Background: an optimization exercise with open tools, aiming at small area, a short achievable clock period and few clock cycles per item. Do not read the settings as production practice.
Where RTL was checked, it was by simulation tests only, not by an equivalence proof against the original.
No functional check of the RTL was part of runs 2 to 6.
Power and IR drop assume default switching activity.

==> flow/design.v (outline; a module is shown in full before it is edited, if it fits) <==
// module closest_colour_pixel_tracker: 1906 lines
// module ccpt_fa: 10 lines
module closest_colour_pixel_tracker (
  input  wire         clk,
  input  wire         rst_n,
  input  wire         cfg_we,
  input  wire  [2:0]  cfg_idx,
  input  wire  [23:0] cfg_wdata,
  input  wire         in_valid,
  output wire         in_stall,
  input  wire  [47:0] in_data,
  output wire         out_valid,
  input  wire         out_stall,
  output wire  [68:0] out_data
);
  // ...
==> flow/flow/run.sh <==
#!/bin/bash
# Layout flow: the standard flow (standard.sh), with the port buffers made of
# sky130_fd_sc_hd__buf_1 cells. The full make output goes to standard.log here.
set -euo pipefail
bash standard.sh "BUFFER_PORTS_ARGS=-buffer_cell sky130_fd_sc_hd__buf_1" finish > standard.log 2>&1
==> flow/standard.sh <==
#!/bin/bash
# synth_recipe.tcl (not shown) runs the flow's synth.tcl, then flattens the netlist and writes it again
# the make line also repeats each setting of config.mk as NAME=value (left out here)
make -C /OpenROAD-flow-scripts/flow DESIGN_CONFIG=/design/flow/config.mk WORK_HOME=/design/flow/orfs CLKGATE_MAP_FILE= SYNTH_SCRIPT=/design/flow/synth_recipe.tcl "${@:-finish}"
==> flow/config.mk <==
export PLATFORM = sky130hd
export DESIGN_NAME = closest_colour_pixel_tracker
export DESIGN_NICKNAME = closest_colour_pixel_tracker
export VERILOG_FILES = /design/flow/design.v
export SDC_FILE = /design/flow/constraint.sdc
export NUM_CORES = 4
export LEC_CHECK = 0
export CAP_MARGIN = 20
export CORE_MARGIN = 2
export CORE_UTILIZATION = 50
export CTS_CLUSTER_DIAMETER = 100
export CTS_CLUSTER_SIZE = 22
export SETUP_SLACK_MARGIN = 4.6
export SLEW_MARGIN = 20
export SYNTH_HIERARCHICAL = 1
==> flow/constraint.sdc <==
create_clock -name core_clock -period 7.5 [get_ports {clk}]
set_input_delay 1.5000 -clock core_clock [delete_from_list [all_inputs] [get_ports {clk}]]
set_output_delay 1.5000 -clock core_clock [all_outputs]
set_load 0.01 [all_outputs]
==> impl_metrics.json, run 1 <==
{
  "status": "finished clean",
  "cpPeakStageDelay_ns": 0.38,
  "setup_violations": 0,
  "hp-class": "reg2reg",
  "place_area_um2": 33000,
  "nNonClkInverters": 163,
  "wl_met2_um": 34200,
  "comb-power_mw": 5.79,
  "top_usage_layer": "met2",
  "final_layout_size_suffix_gt1_frac": 0.0620,
  "clockBufferDepth": 3,
  "wl_met3_um": 2550,
  "clk_pin_slew_worst_paths_ns": 0.09,
  "finClkSkew_ns": 0.0366,
  "seqPwrFrac": 0.376,
  "synth.most_common_cell": "dfxtp_1",
  "holdPathStages": 0,
  "buffer_area_frac": 0.0217,
  "rows": 91,
  "p_leak_nw": 14.8,
  "cts_root_buf": "clkbuf_16",
  "p_clk_frac": 0.153,
  "m1WireLength_um": 30800,
  "synth_top_family_by_area": "adder cells",
  "synth.top_cells.by_area": "dfxtp_1 39%, fa_1 24%, ha_1 7.3%",
  "place_inst": 3659,
  "fin_hold_ws_ns": 0.323,
  "grtUsageMet3": 0.0266,
  "crit_path_frequent_cell": "fa_2",
  "synth_area_leader_cell": "dfxtp_1",
  "grtUsageMet2": 0.382,
  "synthCells": 2750,
  "ys_seq_area_frac": 0.387,
  "cts_tree": "built",
  "fin_nets": 3508,
  "rr_worst_depth": 11,
  "synth_compound_area_frac": 0.0804,
  "nFlopsAndLatches": 608,
  "grt_pass1_wl_um": 113000,
  "r2r-end": "s3_d1[17]"
}
Testbench counts, summed over its fixed seeds: cycles 34,564, pixels 34,052.
==> inputs of run 2 (changes only) <==
--- a/flow/design.v
+++ b/flow/design.v
@@ -1836,72 +1836,52 @@
   always @(posedge clk) begin
     s3_d0 <= d0;
     s3_d1 <= d1;
     s3_d2 <= d2;
   end
   reg  [15:0] best0, best1, best2;
   reg  [21:0] pos0, pos1, pos2;
   reg         flag0, flag1, flag2;
+  wire [21:0] pos_in = s3_pos & {22{rst_n}};
   wire lt_best0 = (s3_d0 < {2'b00, best0});
   wire lt_rst0  = (s3_d0 < 18'd65025);
   wire lt0      = s3_first ? lt_rst0 : lt_best0;
   wire pres0    = (s3_d0 < thr_sq0);
   always @(posedge clk) begin
-    if (!rst_n) begin
-      best0 <= 16'd65025;
-      pos0  <= 22'd0;
-      flag0 <= 1'b0;
-    end else if (s3_v) begin
-      if (lt0) begin
-        best0 <= s3_d0[15:0];
-        pos0  <= s3_pos;
-      end else if (s3_first) begin
-        best0 <= 16'd65025;
-      end
-      flag0 <= (flag0 & ~s3_first) | pres0;
-    end
+    if (!rst_n || (s3_v && (lt0 || s3_first)))
+      best0 <= (rst_n && lt0) ? s3_d0[15:0] : 16'd65025;
+    if (!rst_n || (s3_v && lt0))
+      pos0  <= pos_in;
+    if (!rst_n || s3_v)
+      flag0 <= rst_n & ((flag0 & ~s3_first) | pres0);
   end
   wire lt_best1 = (s3_d1 < {2'b00, best1});
   wire lt_rst1  = (s3_d1 < 18'd65025);
   wire lt1      = s3_first ? lt_rst1 : lt_best1;
   wire pres1    = (s3_d1 < thr_sq1);
   always @(posedge clk) begin
-    if (!rst_n) begin
-      best1 <= 16'd65025;
-      pos1  <= 22'd0;
-      flag1 <= 1'b0;
-    end else if (s3_v) begin
-      if (lt1) begin
-        best1 <= s3_d1[15:0];
-        pos1  <= s3_pos;
-      end else if (s3_first) begin
-        best1 <= 16'd65025;
-      end
-      flag1 <= (flag1 & ~s3_first) | pres1;
-    end
+    if (!rst_n || (s3_v && (lt1 || s3_first)))
+      best1 <= (rst_n && lt1) ? s3_d1[15:0] : 16'd65025;
+    if (!rst_n || (s3_v && lt1))
+      pos1  <= pos_in;
+    if (!rst_n || s3_v)
+      flag1 <= rst_n & ((flag1 & ~s3_first) | pres1);
   end
   wire lt_best2 = (s3_d2 < {2'b00, best2});
   wire lt_rst2  = (s3_d2 < 18'd65025);
   wire lt2      = s3_first ? lt_rst2 : lt_best2;
   wire pres2    = (s3_d2 < thr_sq2);
   always @(posedge clk) begin
-    if (!rst_n) begin
-      best2 <= 16'd65025;
-      pos2  <= 22'd0;
-      flag2 <= 1'b0;
-    end else if (s3_v) begin
-      if (lt2) begin
-        best2 <= s3_d2[15:0];
-        pos2  <= s3_pos;
-      end else if (s3_first) begin
-        best2 <= 16'd65025;
-      end
-      flag2 <= (flag2 & ~s3_first) | pres2;
-    end
+    if (!rst_n || (s3_v && (lt2 || s3_first)))
+      best2 <= (rst_n && lt2) ? s3_d2[15:0] : 16'd65025;
+    if (!rst_n || (s3_v && lt2))
+      pos2  <= pos_in;
+    if (!rst_n || s3_v)
+      flag2 <= rst_n & ((flag2 & ~s3_first) | pres2);
   end
   always @(posedge clk) begin
     if (!rst_n)                out_valid_r <= 1'b0;
     else if (s3_v & s3_last)   out_valid_r <= 1'b1;
     else if (handover)         out_valid_r <= 1'b0;
   end
   assign out_valid = out_valid_r;
   assign out_data  = {pos0, pos1, pos2, flag0, flag1, flag2};
==> flow/run.sh (new file) <==
#!/bin/bash
# synth_recipe.tcl (not shown) runs the flow's synth.tcl, then flattens the netlist and writes it again
# the make line also repeats each setting of config.mk as NAME=value (left out here)
make -C /OpenROAD-flow-scripts/flow DESIGN_CONFIG=/design/flow/config.mk WORK_HOME=/design/flow/orfs CLKGATE_MAP_FILE= SYNTH_SCRIPT=/design/flow/synth_recipe.tcl finish
==> flow/config.mk (replaced) <==
export PLATFORM = sky130hd
export DESIGN_NAME = closest_colour_pixel_tracker
export DESIGN_NICKNAME = closest_colour_pixel_tracker
export VERILOG_FILES = /design/flow/design.v
export SDC_FILE = /design/flow/constraint.sdc
export NUM_CORES = 4
export LEC_CHECK = 0
export CAP_MARGIN = 20
export CORE_MARGIN = 2
export CORE_UTILIZATION = 40
export SETUP_SLACK_MARGIN = 4.5
export SLEW_MARGIN = 20
export SYNTH_HIERARCHICAL = 1
removed: flow/flow/run.sh
removed: flow/standard.sh
==> impl_metrics.json, run 2 <==
{
  "p_leak_nw": 16.1,
  "die_w_um": 284,
  "cp.arrival_ns": 3.53,
  "via_count": 19000,
  "cp-start-kind": "input port",
  "reg_top3": "tgn0 x24, tgn1 x24, tgn2 x24",
  "drv_cap": 0,
  "synth.top_cells.by_area": "dfxtp_1 31%, fa_1 24%, edfxtp_1 11%",
  "worst_pin_slew_ns": 1.00,
  "grt_max_degree": 90,
  "ir_worst_vdd_mv": 0.388,
  "portBuffers": 150,
  "cts_tree": "built",
  "seq_area_um2": 13400,
  "rows": 102,
  "finalMaxSlewViolations": 0,
  "min_period_over_period": 0.404,
  "place_inst": 3702,
  "fin_nets": 3378,
  "path_class": "in2reg",
  "synth.most_common_cell": "dfxtp_1",
  "grt_pass1_wl_um": 115000,
  "antenna_found_initial": 5,
  "syn-cell-area_um2": 31300,
  "place_area_um2": 34200,
  "final_cells": 3829,
  "yosysUniqueCellTypes": 61,
  "crit_end": "tgn0[22]",
  "rr_startpoint": "s2_t0_6[0]",
  "synthCells": 2565,
  "status": "finished clean",
  "cp_num_cells": 4,
  "grt_overflow": 0,
  "tns_ns": 0,
  "hp-class": "reg2reg",
  "clockBufferDepth": 3,
  "crit_chain": "clkdlybuf4s50_1 -> nor3_2 -> nand2_1 -> o211a_1",
  "ys_seq_area_frac": 0.426,
  "htreeDepth": 3,
  "final_common_cell": "dfxtp_1",
  "design_area_um2": 36700,
  "dieArea_um2": 80500,
  "final_antenna_net_count": 0,
  "critPathMaxFanout": 16,
  "finalHoldViolations": 0,
  "layout_common_cells": "479 x dfxtp_1, 352 x fa_1, 320 x and2_1",
  "synth_top_area_share": 0.314,
  "endpoint_kind": "register",
  "wl_per_cell_um": 18.7,
  "timing.reg2reg.setup_slack_ns": 4.58,
  "maxSlewHeadroom": 0.331,
  "rsz0062_at_grt": "yes",
  "fillers": 6895,
  "dp_slack_ns": 3.07,
  "area_growth_pct": 17.2,
  "routed_wl_um": 71500,
  "n_antenna_cell": 0,
  "fin_ws_ns": 4.47,
  "finClkSkew_ns": 0.0481,
  "synth_area_leader_cell": "dfxtp_1",
  "syn_nets": 3205,
  "drcViolationCount": 0,
  "cts.sinks": 608,
  "fmax_mhz": 330,
  "numCtsBuffers": 68,
  "multi_input_area_um2": 17500,
  "synthTopCellsByCount": "491 x dfxtp_1, 376 x fa_1, 320 x and2_1, 184 x ha_1, 149 x inv_1",
  "power_density_nw_per_um2": 383,
  "clk_pin_slew_worst_paths_ns": 0.06,
  "synth-seq-cells": 608,
  "clock_latency_ns": 0.63,
  "globalRouteTotalUtil": 0.182,
  "first_global_vias": 20800,
  "setup_violations": 0,
  "syn_area_per_cell_um2": 12.2,
  "ys.warnings.count": 7,
  "synthArstFlopShare": 0,
  "cpPeakStageDelay_ns": 0.95,
  "crit_buf_inv": 1,
  "core_area_um2": 77500,
  "die_y_um": 284,
  "crit_start": "cfg_idx[0]",
  "final_layout_size_suffix_gt1_frac": 0.0875,
  "first_pass_iters": 5,
  "boundaryPins": 151,
  "gp_congestion": 0.851,
  "critPathRequiredTime_ns": 8.00,
  "synth_flop_cell": "dfxtp_1",
  "cts_root_buf": "clkbuf_16",
  "period_minus_slack_ns": 3.03,
  "crit_slowest_cell": "nor3_2",
  "cp_top_family": "simple AND/OR/NAND/NOR gates",
  "start_util": 0.404,
  "holdPathStages": 0,
  "drtIter0Drc": 907,
  "hpwl_um": 55200,
  "synth-edff-count": 117,
  "rr_worst_depth": 11,
  "viasPerCell": 4.96,
  "r2r-end": "s3_d0[17]"
}
==> run 2: repair_timing <==
action                                  4_1_cts  5_1_grt
endpoints found under the setup margin      272      109
gates resized for setup                      99       37
setup buffers                                 4        2
pin swaps                                     8        8
hold buffers                                  0        0
==> run 2: cell families after synthesis <==
family / share of synthesized area
fa+ha+maj: 0.314
compound gates: 0.0707
mux: 0.00480
flops: 0.426
buf+inv: 0.0254
xor+xnor: 0.0221
simple gates: 0.136
==> run 2: how the worst min path moves through the flow <==
stage,end,slack (ns),from
after global placement,s3_pos[15],0.31,s2_pos[15]
final,s3_d1[0],0.29,s2_t1_0
after CTS,s3_d1[0],0.30,s2_t1_0
after detailed placement,s2_pos[19],0.31,s1_pos[19]
after global routing,s3_d1[0],0.30,s2_t1_0
after floorplan,s2_first,0.31,s1_first
==> run 2: area by class of cell <==
| type | count | area share |
|---|---|---|
| Multi-Input combinational cell | 1751 | 0.478 |
| Sequential cell | 608 | 0.364 |
| Clock buffer | 91 | 0.0521 |
| Timing Repair Buffer | 160 | 0.0410 |
| Tap cell | 1040 | 0.0355 |
| Inverter | 149 | 0.0166 |
| Clock inverter | 30 | 0.0121 |
==> run 2: metrics by stage <==
stage | util | hold WS (ns) | total power [mW]
3_3_place_gp | 0.441 | 0.310 | 10.2
6_report | 0.473 | 0.294 | 14.0
5_1_grt | 0.473 | 0.305 | 15.2
4_1_cts | 0.472 | 0.296 | 14.1
3_5_place_dp | 0.441 | 0.312 | 10.4
2_1_floorplan | - | 0.310 | 8.40
==> run 2: routing by layer <==
layer	GRT usage	routed length [µm]
met2	0.305	34400
met5	0	0
met1	0.239	32400
met4	0.0569	1900
met3	0.0315	2910
==> run 2: worst register-to-register path, delay by kind of cell, from the launching register on <==
family,cells,cell delay (ns)
adders and majority gates,5,1.55
AOI/OAI and AO/OA,5,0.83
xor gates and xnor gates,1,0.09
DFF,1,0.31
==> run 2: modules after synthesis (local to each module, per instance) <==
module / flip-flops and latches / area [µm²] / times used / cells
ccpt_fa: 0 / 20.0 / 348 / 1
closest_colour_pixel_tracker: 608 / 24300 / 1 / 2217
==> run 2: power breakdown <==
part | total [mW] | internal, mW | switching (mW)
sequential | 4.80 | 4.14 | 0.659
combinational | 5.82 | 2.72 | 3.10
clock | 3.42 | 2.00 | 1.41
total | 14.0 | 8.87 | 5.17
==> inputs of run 3 (changes only) <==
==> flow/flow/run.sh (new file) <==
#!/bin/bash
# Layout flow: the standard flow (standard.sh), with the port buffers made of
# sky130_fd_sc_hd__buf_2 cells. The full make output goes to standard.log here.
set -euo pipefail
bash standard.sh "BUFFER_PORTS_ARGS=-buffer_cell sky130_fd_sc_hd__buf_2" finish > standard.log 2>&1
==> flow/standard.sh (new file) <==
#!/bin/bash
# synth_recipe.tcl (not shown) runs the flow's synth.tcl, then flattens the netlist and writes it again
# the make line also repeats each setting of config.mk as NAME=value (left out here)
make -C /OpenROAD-flow-scripts/flow DESIGN_CONFIG=/design/flow/config.mk WORK_HOME=/design/flow/orfs CLKGATE_MAP_FILE= SYNTH_SCRIPT=/design/flow/synth_recipe.tcl "${@:-finish}"
--- a/flow/config.mk
+++ b/flow/config.mk
@@ -9,4 +9,6 @@
 export CORE_MARGIN = 2
 export CORE_UTILIZATION = 40
+export CTS_CLUSTER_DIAMETER = 100
+export CTS_CLUSTER_SIZE = 25
 export SETUP_SLACK_MARGIN = 4.5
 export SLEW_MARGIN = 20
removed: flow/run.sh
==> impl_metrics.json, run 3 <==
{
  "status": "finished clean",
  "final_layout_size_suffix_gt1_frac": 0.115,
  "synthArstFlopShare": 0,
  "critPathRequiredTime_ns": 8.02,
  "ys.warnings.count": 7,
  "start_util": 0.404,
  "internal_power_mw": 7.49,
  "ctsHoldBuffers": 0,
  "p_sw_frac": 0.386,
  "finalHoldViolations": 0,
  "viasPerCell": 4.95,
  "finalMaxSlewViolations": 0,
  "rsz0062_at_grt": "yes",
  "first_global_vias": 20200,
  "gp_congestion": 0.869,
  "path_class": "reg2reg",
  "globalRouteTotalUtil": 0.175,
  "fin_hold_ws_ns": 0.321,
  "antenna_found_initial": 6,
  "synthCells": 2565,
  "hp-class": "reg2reg",
  "maxSlewHeadroom": 0.299,
  "reg_top3": "tgn0 x24, tgn1 x24, tgn2 x24",
  "grt_overflow": 0,
  "routed_wl_um": 69400,
  "grtUsageMet2": 0.292,
  "boundaryPins": 151,
  "synthTopCellsByCount": "491 x dfxtp_1, 376 x fa_1, 320 x and2_1, 184 x ha_1, 149 x inv_1",
  "power_density_nw_per_um2": 354,
  "syn_nets": 3205,
  "synth_top_area_share": 0.314,
  "rows": 102,
  "tns_ns": 0,
  "synth_flop_cell": "dfxtp_1",
  "clockBufferDepth": 3,
  "drcViolationCount": 0,
  "core_area_um2": 77500,
  "die_w_um": 284,
  "seq_area_um2": 13400,
  "synth.top_cells.by_area": "dfxtp_1 31%, fa_1 24%, edfxtp_1 11%",
  "grt_max_degree": 86,
  "cts_tree": "built",
  "endpoint_kind": "register",
  "synth.most_common_cell": "dfxtp_1",
  "area_growth_pct": 10.2,
  "ir_worst_vdd_mv": 0.279,
  "p_switching_mw": 4.70,
  "syn-cell-area_um2": 31300,
  "first_pass_iters": 7,
  "fin_nets": 3337,
  "die_y_um": 284,
  "met1_usage": 0.238,
  "ys_seq_area_frac": 0.426,
  "crit_buf_inv": 0,
  "portBuffers": 150,
  "drtIter0Drc": 940,
  "dieArea_um2": 80500,
  "grtUsageMet3": 0.0234,
  "crit_chain": "fa_1 -> fa_2 -> fa_1 -> ha_2 -> ha_2 -> a21o_1 -> a21oi_2 -> o21ai_2 -> o21a_1 -> o21ai_2 -> xnor2_2",
  "final_common_cell": "dfxtp_1",
  "fmax_mhz": 338,
  "syn_area_per_cell_um2": 12.2,
  "period_minus_slack_ns": 2.96,
  "cts_root_buf": "clkbuf_16",
  "final_antenna_net_count": 0,
  "yosysUniqueCellTypes": 61,
  "min_period_over_period": 0.394,
  "pwr-share-comb": 0.452,
  "crit_slowest_cell": "fa_1",
  "setup_violations": 0,
  "worst_pin_slew_ns": 1.05,
  "cp-start-kind": "register",
  "synth-seq-cells": 608,
  "via_count": 18600,
  "seqPwrFrac": 0.396,
  "p_clk_frac": 0.152,
  "synth-edff-count": 117,
  "cts.sinks": 608,
  "hpwl_um": 54800,
  "htreeDepth": 1,
  "top_usage_layer": "met2",
  "multi_input_area_um2": 17500,
  "critPathMaxFanout": 2,
  "fillers": 7127,
  "drv_cap": 0,
  "numCtsBuffers": 30,
  "grt_pass1_wl_um": 111000,
  "wl_per_cell_um": 18.5,
  "clock_latency_ns": 0.63,
  "finClkSkew_ns": 0.0218,
  "cp.arrival_ns": 3.48,
  "cpPeakStageDelay_ns": 0.43,
  "synth_area_leader_cell": "dfxtp_1",
  "cp_top_family": "adder cells",
  "clk_pin_slew_worst_paths_ns": 0.10,
  "p_leak_nw": 15.1,
  "layout_common_cells": "476 x dfxtp_1, 354 x fa_1, 320 x and2_1"
}
==> run 3: cell counts after synthesis <==
Identical to the previous run, type by type.
==> run 3: final cells by class <==
class,instances,share of cell area
antenna,1,0.0000726
clock buffer,40,0.0229
clock inverter,9,0.00363
inverter,149,0.0176
multi-input combinational,1751,0.507
sequential,608,0.388
tap,1040,0.0378
timing repair buffer,157,0.0235
==> run 3: power groups by stage <==
stage | clock [mW] | sequential, mW | combinational, mW
6_report | 1.86 | 4.82 | 5.51
5_1_grt | 2.04 | 4.91 | 6.37
4_1_cts | 1.93 | 4.82 | 5.53
3_5_place_dp | 0 | 4.90 | 5.39
3_3_place_gp | 0 | 4.88 | 5.26
2_1_floorplan | 0 | 4.57 | 3.83
==> run 3: cell families after synthesis <==
family | synth area share
AOI/OAI and AO/OA | 0.0707
DFF | 0.426
and+or+nand+nor | 0.136
xor gates and xnor gates | 0.0221
adders and majority gates | 0.314
muxes | 0.00480
buffers and inverters | 0.0254
==> run 3: per-layer routing <==
metal	up-vias	wire length, µm
met4	2	1980
met2	458	32700
li1	8702	-
met5	-	13
met1	9326	31400
met3	94	3370
==> run 3: repair_timing <==
item | 4_1_cts | 5_1_grt
gates resized for setup | 14 | 27
endpoints found under the setup margin | 21 | 40
buffers inserted | 1 | 1
pin swaps | 3 | 8
endpoints found under the hold margin | 0 | 0
==> run 3: worst paths after layout <==
kind / startpoint / to / slack, ns / depth (start not counted)
worst min-delay path: s2_pos[19] / s3_pos[19] / 0.32 / 0
worst max register to register: s2_t2_6[0] / s3_d2[17] / 4.54 / 11
worst max-delay path: s2_t2_6[0] / s3_d2[17] / 4.54 / 11
worst min register to register: s2_pos[19] / s3_pos[19] / 0.32 / 0
==> run 3: per-stage QoR <==
stage / instances / instance area, µm² / power, mW / worst slack, ns / util
floorplan: 2565 / 31500 / 8.40 / 4.25 / -
global placement: 3703 / 33400 / 10.1 / 3.98 / 0.432
detailed placement: 3703 / 33400 / 10.3 / 3.95 / 0.432
CTS: 3753 / 34400 / 12.3 / 4.42 / 0.444
global route: 3754 / 34500 / 13.3 / 4.42 / 0.445
finish: 3755 / 34500 / 12.2 / 4.54 / 0.445
==> run 3: Yosys stat by module (local to each module, per instance) <==
module / flops+latches / cells inside
ccpt_fa: 0 / 1
closest_colour_pixel_tracker: 608 / 2217
==> inputs of run 4 (changes only) <==
--- a/flow/config.mk
+++ b/flow/config.mk
@@ -9,6 +9,4 @@
 export CORE_MARGIN = 2
 export CORE_UTILIZATION = 40
-export CTS_CLUSTER_DIAMETER = 100
-export CTS_CLUSTER_SIZE = 25
 export SETUP_SLACK_MARGIN = 4.5
 export SLEW_MARGIN = 20
==> impl_metrics.json, run 4 <==
{
  "fillers": 7039,
  "worst_pin_slew_ns": 1.04,
  "syn_nets": 3205,
  "synth.most_common_cell": "dfxtp_1",
  "p_clk_frac": 0.248,
  "cp-start-kind": "register",
  "multi_input_area_um2": 17500,
  "maxSlewHeadroom": 0.304,
  "synthArstFlopShare": 0,
  "drtIter0Drc": 859,
  "ys_seq_area_frac": 0.426,
  "power_density_nw_per_um2": 383,
  "rsz0062_at_grt": "yes",
  "gp_congestion": 0.869,
  "final_layout_size_suffix_gt1_frac": 0.138,
  "tns_ns": 0,
  "wl_per_cell_um": 18.5,
  "antenna_found_initial": 6,
  "synthCells": 2565,
  "ys.warnings.count": 7,
  "rows": 102,
  "p_sw_frac": 0.367,
  "cts_root_buf": "clkbuf_16",
  "synth-edff-count": 117,
  "syn-cell-area_um2": 31300,
  "ctsHoldBuffers": 0,
  "critPathMaxFanout": 2,
  "min_period_over_period": 0.398,
  "globalRouteTotalUtil": 0.181,
  "die_w_um": 284,
  "layout_common_cells": "478 x dfxtp_1, 353 x fa_1, 320 x and2_1",
  "clock_latency_ns": 0.63,
  "seqPwrFrac": 0.351,
  "seq_area_um2": 13400,
  "path_class": "reg2reg",
  "first_pass_iters": 5,
  "grt_pass1_wl_um": 114000,
  "yosysUniqueCellTypes": 61,
  "start_util": 0.404,
  "design_area_um2": 35900,
  "internal_power_mw": 8.71,
  "numCtsBuffers": 68,
  "synth_top_area_share": 0.314,
  "setup_violations": 0,
  "core_area_um2": 77500,
  "finClkSkew_ns": 0.0427,
  "portBuffers": 150,
  "final_antenna_net_count": 0,
  "viasPerCell": 4.94,
  "finalHoldViolations": 0,
  "syn_area_per_cell_um2": 12.2,
  "cts_tree": "built",
  "synth.top_cells.by_area": "dfxtp_1 31%, fa_1 24%, edfxtp_1 11%",
  "n_antenna_cell": 0,
  "synth_flop_cell": "dfxtp_1",
  "clk_pin_slew_worst_paths_ns": 0.06,
  "critPathRequiredTime_ns": 8.02,
  "via_count": 18900,
  "p_switching_mw": 5.04,
  "endpoint_kind": "register",
  "drv_cap": 0,
  "first_global_vias": 20800,
  "reg_top3": "tgn0 x24, tgn1 x24, tgn2 x24",
  "dieArea_um2": 80500,
  "hpwl_um": 54800,
  "htreeDepth": 3,
  "final_common_cell": "dfxtp_1",
  "period_minus_slack_ns": 2.98,
  "place_area_um2": 33400,
  "fin_nets": 3375,
  "clockBufferDepth": 3,
  "grt_max_degree": 86,
  "hp-class": "reg2reg",
  "routed_wl_um": 70900,
  "boundaryPins": 151,
  "synthTopCellsByCount": "491 x dfxtp_1, 376 x fa_1, 320 x and2_1, 184 x ha_1, 149 x inv_1",
  "finalMaxSlewViolations": 0,
  "p_leak_nw": 15.9,
  "pwr-share-comb": 0.401,
  "area_growth_pct": 14.8,
  "cp.arrival_ns": 3.50,
  "grt_overflow": 0,
  "cts.sinks": 608,
  "synth_area_leader_cell": "dfxtp_1",
  "status": "finished clean",
  "ir_worst_vdd_mv": 0.273,
  "fmax_mhz": 335,
  "drcViolationCount": 0,
  "die_y_um": 284,
  "synth-seq-cells": 608
}
## run 4: area by class of cell
class                   count  area share
flip-flops and latches    608       0.372
well taps                1040      0.0362
inverters                 149      0.0169
clock inverters            35      0.0114
repair buffers            157      0.0225
clock buffers              87      0.0543
multi-input cells        1751       0.487
## run 4: modules after synthesis, one instance, submodules excluded
module / cells inside / times used / area, µm²
ccpt_fa: 1 / 348 / 20.0
closest_colour_pixel_tracker: 2217 / 1 / 24300
## run 4: metal layers
metal / wire length [µm] / GRT usage
met1: 31700 / 0.238
met2: 33200 / 0.297
met3: 3560 / 0.0330
met4: 2450 / 0.0667
met5: 11 / 0
## run 4: metrics by stage
stage / hold slack, ns / utilization / power, mW / cells / worst slack [ns]
after floorplan: 0.310 / - / 8.40 / 2565 / 4.25
after global placement: 0.310 / 0.432 / 10.1 / 3703 / 3.98
after detailed placement: 0.312 / 0.432 / 10.3 / 3703 / 3.95
after CTS: 0.303 / 0.463 / 13.9 / 3826 / 4.43
after global routing: 0.319 / 0.464 / 14.9 / 3827 / 4.39
final: 0.309 / 0.464 / 13.8 / 3827 / 4.52
## run 4: power by group through the flow
stage	sequential, mW	combinational [mW]	clock [mW]
6_report	4.83	5.51	3.41
5_1_grt	4.91	6.39	3.62
4_1_cts	4.83	5.55	3.49
3_5_place_dp	4.90	5.39	0
3_3_place_gp	4.88	5.26	0
2_1_floorplan	4.57	3.83	0
## run 4: worst max-delay path: stages, from the launching register on
cell and delay [ns]:
dfxtp_1 0.31, fa_1 0.43, fa_1 0.38, fa_1 0.38, ha_2 0.21, ha_2 0.18
a21o_1 0.18, a21oi_2 0.17, o21ai_2 0.09, o21a_1 0.20, o21ai_2 0.18, xnor2_2 0.17
## run 4: kinds of logic after synthesis
logic type      synth area share
simple gates               0.136
flops                      0.426
fa+ha+maj                  0.314
compound gates            0.0707
buf+inv                   0.0254
xor+xnor                  0.0221
mux                      0.00480
## run 4: repair_timing
item,4_1_cts,5_1_grt
gates resized for setup,15,24
buffers inserted,1,1
pin swaps,3,8
setup endpoints to repair,21,37
## run 4: path summary, 6_finish.rpt
kind                            slack [ns]  startpoint  cells after the start    endpoint
worst max register to register        4.52  s2_t2_6[0]                     11   s3_d2[17]
worst min-delay path                  0.31  s1_pos[20]                      0  s2_pos[20]
worst max-delay path                  4.52  s2_t2_6[0]                     11   s3_d2[17]
worst min register to register        0.31  s1_pos[20]                      0  s2_pos[20]
==> inputs of run 5 (changes only) <==
--- a/flow/config.mk
+++ b/flow/config.mk
@@ -8,5 +8,7 @@
 export CAP_MARGIN = 20
 export CORE_MARGIN = 2
-export CORE_UTILIZATION = 40
+export CORE_UTILIZATION = 55
+export CTS_CLUSTER_DIAMETER = 100
+export CTS_CLUSTER_SIZE = 25
 export SETUP_SLACK_MARGIN = 4.5
 export SLEW_MARGIN = 20
==> impl_metrics.json, run 5 <==
{
  "status": "finished clean",
  "portBuffers": 150,
  "cts_root_buf": "clkbuf_16",
  "synth_flop_cell": "dfxtp_1",
  "ys.warnings.count": 7,
  "cts_tree": "built",
  "antenna_found_initial": 7,
  "multi_input_area_um2": 17500,
  "viasPerCell": 5.38,
  "drv_cap": 0,
  "final_cells": 3472,
  "first_global_vias": 19800,
  "hp-class": "reg2reg",
  "area_growth_pct": 8.77,
  "htreeDepth": 1,
  "critPathMaxFanout": 9,
  "seq_area_um2": 13400,
  "power_mw": 12.2,
  "critPathRequiredTime_ns": 7.98,
  "min_period_over_period": 0.392,
  "synth-seq-cells": 608,
  "syn_nets": 3205,
  "synthArstFlopShare": 0,
  "cp-start-kind": "register",
  "start_util": 0.556,
  "numCtsBuffers": 28,
  "cp.arrival_ns": 3.42,
  "wl_per_cell_um": 19.9,
  "ys_seq_area_frac": 0.426,
  "fillers": 4640,
  "p_leak_nw": 15.1,
  "grt_overflow": 0,
  "cts.sinks": 608,
  "path_class": "reg2reg",
  "via_count": 18700,
  "worst_pin_slew_ns": 1.06,
  "finalHoldViolations": 0,
  "setup_violations": 0,
  "final_layout_size_suffix_gt1_frac": 0.114,
  "period_minus_slack_ns": 2.94,
  "hpwl_um": 54900,
  "dieArea_um2": 58800,
  "design_area_um2": 34000,
  "syn_area_per_cell_um2": 12.2,
  "core_area_um2": 56300,
  "die_y_um": 243,
  "grt_max_degree": 90,
  "reg_top3": "tgn0 x24, tgn1 x24, tgn2 x24",
  "fmax_mhz": 340,
  "finalMaxSlewViolations": 0,
  "clk_pin_slew_worst_paths_ns": 0.10,
  "final_antenna_net_count": 0,
  "globalRouteTotalUtil": 0.240,
  "boundaryPins": 151,
  "drcViolationCount": 0,
  "synth_top_area_share": 0.314,
  "synthCells": 2565,
  "clockBufferDepth": 3,
  "syn-cell-area_um2": 31300,
  "synth_area_leader_cell": "dfxtp_1",
  "first_pass_iters": 5,
  "grt_pass1_wl_um": 110000,
  "synth.most_common_cell": "dfxtp_1",
  "tns_ns": 0,
  "maxSlewHeadroom": 0.292,
  "finClkSkew_ns": 0.0287,
  "ir_worst_vdd_mv": 0.348,
  "rsz0062_at_grt": "yes",
  "synthTopCellsByCount": "491 x dfxtp_1, 376 x fa_1, 320 x and2_1, 184 x ha_1, 149 x inv_1",
  "clock_latency_ns": 0.62,
  "place_inst": 3419,
  "endpoint_kind": "register",
  "synth-edff-count": 117,
  "place_area_um2": 33100,
  "layout_common_cells": "478 x dfxtp_1, 348 x fa_1, 320 x and2_1",
  "gp_congestion": 0.881,
  "rows": 87,
  "yosysUniqueCellTypes": 61,
  "final_common_cell": "dfxtp_1",
  "drtIter0Drc": 876,
  "die_w_um": 243,
  "fin_nets": 3335,
  "routed_wl_um": 69000,
  "ctsHoldBuffers": 0,
  "power_density_nw_per_um2": 359,
  "synth.top_cells.by_area": "dfxtp_1 31%, fa_1 24%, edfxtp_1 11%"
}
-- run 5: cell type report --
class | instances | area share
flip-flops and latches | 608 | 0.392
well taps | 756 | 0.0278
multi-input cells | 1751 | 0.514
repair buffers | 157 | 0.0238
clock buffers | 44 | 0.0224
clock inverters | 4 | 0.00176
inverters | 149 | 0.0179
diodes | 3 | 0.000221
-- run 5: worst max-delay path, stage by stage, from the launching register on --
cell and delay, ns:
dfxtp_1 0.62, inv_1 0.11, fa_1 0.59, fa_1 0.54
fa_1 0.54, fa_1 0.40
-- run 5: timing repair --
action                     4_1_cts  5_1_grt
pin swaps                        5       10
setup buffers                    1        1
setup endpoints to repair        8       37
gates resized for setup         16       30
gates cloned                     0        0
-- run 5: through the flow --
stage          setup WS, ns   util  hold WS, ns
2_1_floorplan          4.25      -        0.310
3_3_place_gp           3.94  0.588        0.310
3_5_place_dp           3.89  0.588        0.312
4_1_cts                4.47  0.603        0.324
5_1_grt                4.43  0.605        0.328
6_report               4.56  0.605        0.325
-- run 5: Yosys stat by module (local to each module, per instance) --
| module | cell area [µm²] | flops+latches |
|---|---|---|
| ccpt_fa | 20.0 | 0 |
| closest_colour_pixel_tracker | 24300 | 608 |
-- run 5: logic make-up after synthesis --
family,synth area share
AND/OR/NAND/NOR,0.136
flip-flops,0.426
adder cells (fa/ha/maj),0.314
AO/OA/AOI/OAI,0.0707
buffers and inverters,0.0254
XOR/XNOR,0.0221
multiplexers,0.00480
-- run 5: final timing paths --
| check | startpoint | to | slack [ns] | depth (start not counted) |
|---|---|---|---|---|
| worst max-delay path | s1_x12[8] | s2_t1_10[3] | 4.56 | 5 |
| worst min-delay path | s2_t2_2 | s3_d2[2] | 0.32 | 0 |
| worst max register to register | s1_x12[8] | s2_t1_10[3] | 4.56 | 5 |
| worst min register to register | s2_t2_2 | s3_d2[2] | 0.32 | 0 |
-- run 5: where the power goes --
| part | leakage, nW | internal, mW | switching [mW] |
|---|---|---|---|
| clock | 0.396 | 0.743 | 1.01 |
| sequential | 5.23 | 4.14 | 0.665 |
| combinational | 9.47 | 2.60 | 3.06 |
| total | 15.1 | 7.48 | 4.73 |
-- run 5: metal layers --
metal	vias to the layer above	global-route usage	share of wire	routed length, µm
li1	8712	-	-	-
met1	9432	0.325	0.44	30400
met2	414	0.404	0.48	33400
met3	97	0.0336	0.045	3140
met4	8	0.0694	0.029	2000
met5	-	0	0.00083	57
==> inputs of run 6 (changes only) <==
--- a/flow/config.mk
+++ b/flow/config.mk
@@ -8,8 +8,8 @@
 export CAP_MARGIN = 20
 export CORE_MARGIN = 2
-export CORE_UTILIZATION = 55
+export CORE_UTILIZATION = 40
 export CTS_CLUSTER_DIAMETER = 100
 export CTS_CLUSTER_SIZE = 25
-export SETUP_SLACK_MARGIN = 4.5
+export SETUP_SLACK_MARGIN = 4.8
 export SLEW_MARGIN = 20
 export SYNTH_HIERARCHICAL = 1
==> impl_metrics.json, run 6 <==
{
  "status": "finished clean",
  "final_cells": 3807,
  "first_global_vias": 20300,
  "viasPerCell": 4.97,
  "rows": 102,
  "crit_chain": "fa_2 -> fa_2 -> fa_2 -> ha_4 -> ha_4 -> a21o_1 -> a21oi_2 -> o21ai_2 -> o21a_1 -> o21ai_2 -> xnor2_2",
  "fillers": 6978,
  "routed_wl_um": 72100,
  "timing.reg2reg.setup_slack_ns": 4.67,
  "seqPwrFrac": 0.367,
  "endpoint_kind": "register",
  "grt_overflow": 0,
  "yosysUniqueCellTypes": 61,
  "syn-cell-area_um2": 31300,
  "rsz0062_at_grt": "yes",
  "die_y_um": 284,
  "r2r-end": "s3_d2[17]",
  "syn_area_per_cell_um2": 12.2,
  "drtIter0Drc": 1001,
  "boundaryPins": 151,
  "finalMaxSlewViolations": 0,
  "period_minus_slack_ns": 2.83,
  "synth.most_common_cell": "dfxtp_1",
  "synth-seq-cells": 608,
  "synth.top_cells.by_area": "dfxtp_1 31%, fa_1 24%, edfxtp_1 11%",
  "setup_violations": 0,
  "reg_top3": "tgn0 x24, tgn1 x24, tgn2 x24",
  "clockBufferDepth": 3,
  "internal_power_mw": 8.08,
  "drcViolationCount": 0,
  "fin_ws_ns": 4.67,
  "maxSlewHeadroom": 0.0370,
  "synth_flop_cell": "dfxtp_1",
  "layout_common_cells": "394 x dfxtp_1, 342 x fa_1, 318 x and2_1",
  "place_inst": 3700,
  "cts.sinks": 608,
  "synthCells": 2565,
  "ys_seq_area_frac": 0.426,
  "ys.warnings.count": 7,
  "hold_path_end": "s3_d1[0]",
  "p_sw_frac": 0.386,
  "p_clk_frac": 0.138,
  "cp.arrival_ns": 3.35,
  "synthArstFlopShare": 0,
  "crit_slowest_cell": "fa_2",
  "final_layout_size_suffix_gt1_frac": 0.177,
  "via_count": 18900,
  "pwr-share-comb": 0.495,
  "wl_per_cell_um": 18.9,
  "path_class": "reg2reg",
  "portBuffers": 150,
  "p_switching_mw": 5.09,
  "dp_slack_ns": 3.89,
  "rr_startpoint": "s2_t2_6[0]",
  "min_period_over_period": 0.377,
  "cpPeakStageDelay_ns": 0.38,
  "clock_latency_ns": 0.63,
  "area_growth_pct": 13.8,
  "final_antenna_net_count": 0,
  "holdPathStages": 0,
  "antenna_found_initial": 3,
  "critPathRequiredTime_ns": 8.03,
  "core_area_um2": 77500,
  "cp-start-kind": "register",
  "critPathMaxFanout": 2,
  "finalHoldViolations": 0,
  "synth_area_leader_cell": "dfxtp_1",
  "crit_path_frequent_cell": "fa_2",
  "cts_root_buf": "clkbuf_16",
  "drv_cap": 0,
  "start_util": 0.404,
  "fin_nets": 3391,
  "synth_top_area_share": 0.314,
  "die_w_um": 284,
  "synth-edff-count": 117,
  "min_from": "s2_t1_0",
  "tns_ns": 0,
  "clk_pin_slew_worst_paths_ns": 0.10,
  "grt_max_degree": 86,
  "hpwl_um": 55200,
  "final_common_cell": "dfxtp_1",
  "syn_nets": 3205,
  "synthTopCellsByCount": "491 x dfxtp_1, 376 x fa_1, 320 x and2_1, 184 x ha_1, 149 x inv_1",
  "first_pass_iters": 5,
  "utilization": 0.460,
  "rr_worst_depth": 11,
  "grt_pass1_wl_um": 112000,
  "fmax_mhz": 354,
  "numCtsBuffers": 29,
  "ir_worst_vdd_mv": 0.290,
  "hp-class": "reg2reg",
  "p_leak_nw": 15.5,
  "htreeDepth": 1,
  "finClkSkew_ns": 0.0196,
  "globalRouteTotalUtil": 0.176,
  "dieArea_um2": 80500,
  "cts_tree": "built",
  "n_antenna_cell": 0,
  "power_density_nw_per_um2": 370,
  "gp_congestion": 0.841,
  "worst_pin_slew_ns": 1.43
}
-- run 6: cell counts after synthesis --
Identical to the previous run, type by type.
-- run 6: how the worst max path moves through the flow --
stage,cells after the start,end,start,slack (ns)
2_1_floorplan,10,s1_x00[8],in_data[40],4.42
3_3_place_gp,5,best1[11],rst_n,3.95
3_5_place_dp,5,best1[11],rst_n,3.89
4_1_cts,5,best0[5],s3_d0[15],4.56
5_1_grt,11,s3_d2[17],s2_t2_6[0],4.59
6_report,11,s3_d2[17],s2_t2_6[0],4.67
-- run 6: per-stage QoR --
stage | area [µm²] | power (mW) | hold WS, ns
2_1_floorplan | 31700 | 8.49 | 0.310
3_3_place_gp | 33500 | 10.2 | 0.310
3_5_place_dp | 33500 | 10.4 | 0.312
4_1_cts | 34800 | 12.6 | 0.328
5_1_grt | 35600 | 14.3 | 0.335
6_report | 35600 | 13.2 | 0.327
-- run 6: logic make-up (layout without fill, tap and decap cells) --
family	after synthesis	in the layout	share of synthesized area
AOI/OAI and AO/OA	316	319	0.0707
xor gates and xnor gates	79	79	0.0221
adders and majority gates	560	560	0.314
buffers and inverters	206	405	0.0254
DFF	608	608	0.426
muxes	15	15	0.00480
and+or+nand+nor	781	781	0.136
-- run 6: cell type report --
| cell class | instances | area [µm²] | share of cell area |
|---|---|---|---|
| inverter | 149 | 608 | 0.0171 |
| sequential | 608 | 13600 | 0.381 |
| clock buffer | 43 | 820 | 0.0230 |
| timing repair buffer | 209 | 1370 | 0.0385 |
| tap | 1040 | 1300 | 0.0365 |
| multi-input combinational | 1754 | 17900 | 0.502 |
| clock inverter | 4 | 58.8 | 0.00165 |
-- run 6: worst max-delay path: cells and delay by family (launching register included) --
kind                     cells  cell delay (ns)
AO/OA/AOI/OAI                5             0.81
flip-flops                   1             0.34
adder cells (fa/ha/maj)      5             1.43
XOR/XNOR                     1             0.15
-- run 6: power groups by stage --
stage / clock network (mW) / registers, mW / logic [mW]
floorplan: 0 / 4.57 / 3.92
global placement: 0 / 4.88 / 5.30
detailed placement: 0 / 4.91 / 5.46
CTS: 1.90 / 4.84 / 5.84
global route: 2.00 / 4.92 / 7.35
finish: 1.82 / 4.84 / 6.51
-- run 6: repair_timing --
item | 4_1_cts | 5_1_grt
gates cloned | 1 | 2
endpoints found under the setup margin | 305 | 196
pin swaps | 28 | 72
gates resized for setup | 136 | 109
buffers inserted | 16 | 41
hold buffers | 0 | 0
-- run 6: Yosys stat by module (local to each module, per instance) --
module / cells / area (µm²) / copies in the design / flip-flops and latches
closest_colour_pixel_tracker: 2217 / 24300 / 1 / 608
ccpt_fa: 1 / 20.0 / 348 / 0
-- run 6: layer usage --
layer  GRT usage  wire length, µm  vias up
li1            -                -     8829
met1       0.236            31900     9554
met2       0.300            34400      431
met3      0.0231             3380      117
met4      0.0448             2460        6
met5           0               38        -

[re-timing with driven ports]
No port has a modelled driver above. Below, the same layouts with a new extraction and two added sets of constraints. Step 1 (the two cells are an assumption about what drives the block):
set clk [get_ports {clk}]
set_driving_cell -lib_cell sky130_fd_sc_hd__clkbuf_16 $clk
set_driving_cell -lib_cell sky130_fd_sc_hd__buf_2 [delete_from_list [all_inputs] $clk]
Step 2 times the ports against the registers' clock, not the clock port: input delays grow and output delays shrink by t, the midpoint of the rising clock arrivals with the driver on. Slacks: no drivers / after step 1 / after step 2; pairs: no drivers / after step 1.
| run | t (ns) | slack for setup (ns) | clock arrival spread, ns | worst slew at a driven data input, ns | cell pins on the clock port's net |
|---|---|---|---|---|---|
| run 1 | 0.617 | 4.584 / 4.584 / 4.058 | 0.043 / 0.042 | 0.10 | 1 |
| run 2 | 0.674 | 4.469 / 4.491 / 3.832 | 0.053 / 0.053 | 0.17 | 1 |
| run 3 | 0.691 | 4.543 / 4.543 / 4.049 | 0.030 / 0.030 | 0.17 | 1 |
| run 4 | 0.672 | 4.517 / 4.517 / 4.041 | 0.043 / 0.043 | 0.16 | 1 |
| run 5 | 0.667 | 4.562 / 4.562 / 4.054 | 0.032 / 0.033 | 0.09 | 1 |
| run 6 | 0.680 | 4.674 / 4.652 / 4.181 | 0.023 / 0.022 | 0.11 | 1 |
After both steps every run listed still meets setup and hold. The setup slack of run 2, which loses most, moves by +0.022 ns with the drivers and by -0.637 ns with both steps.
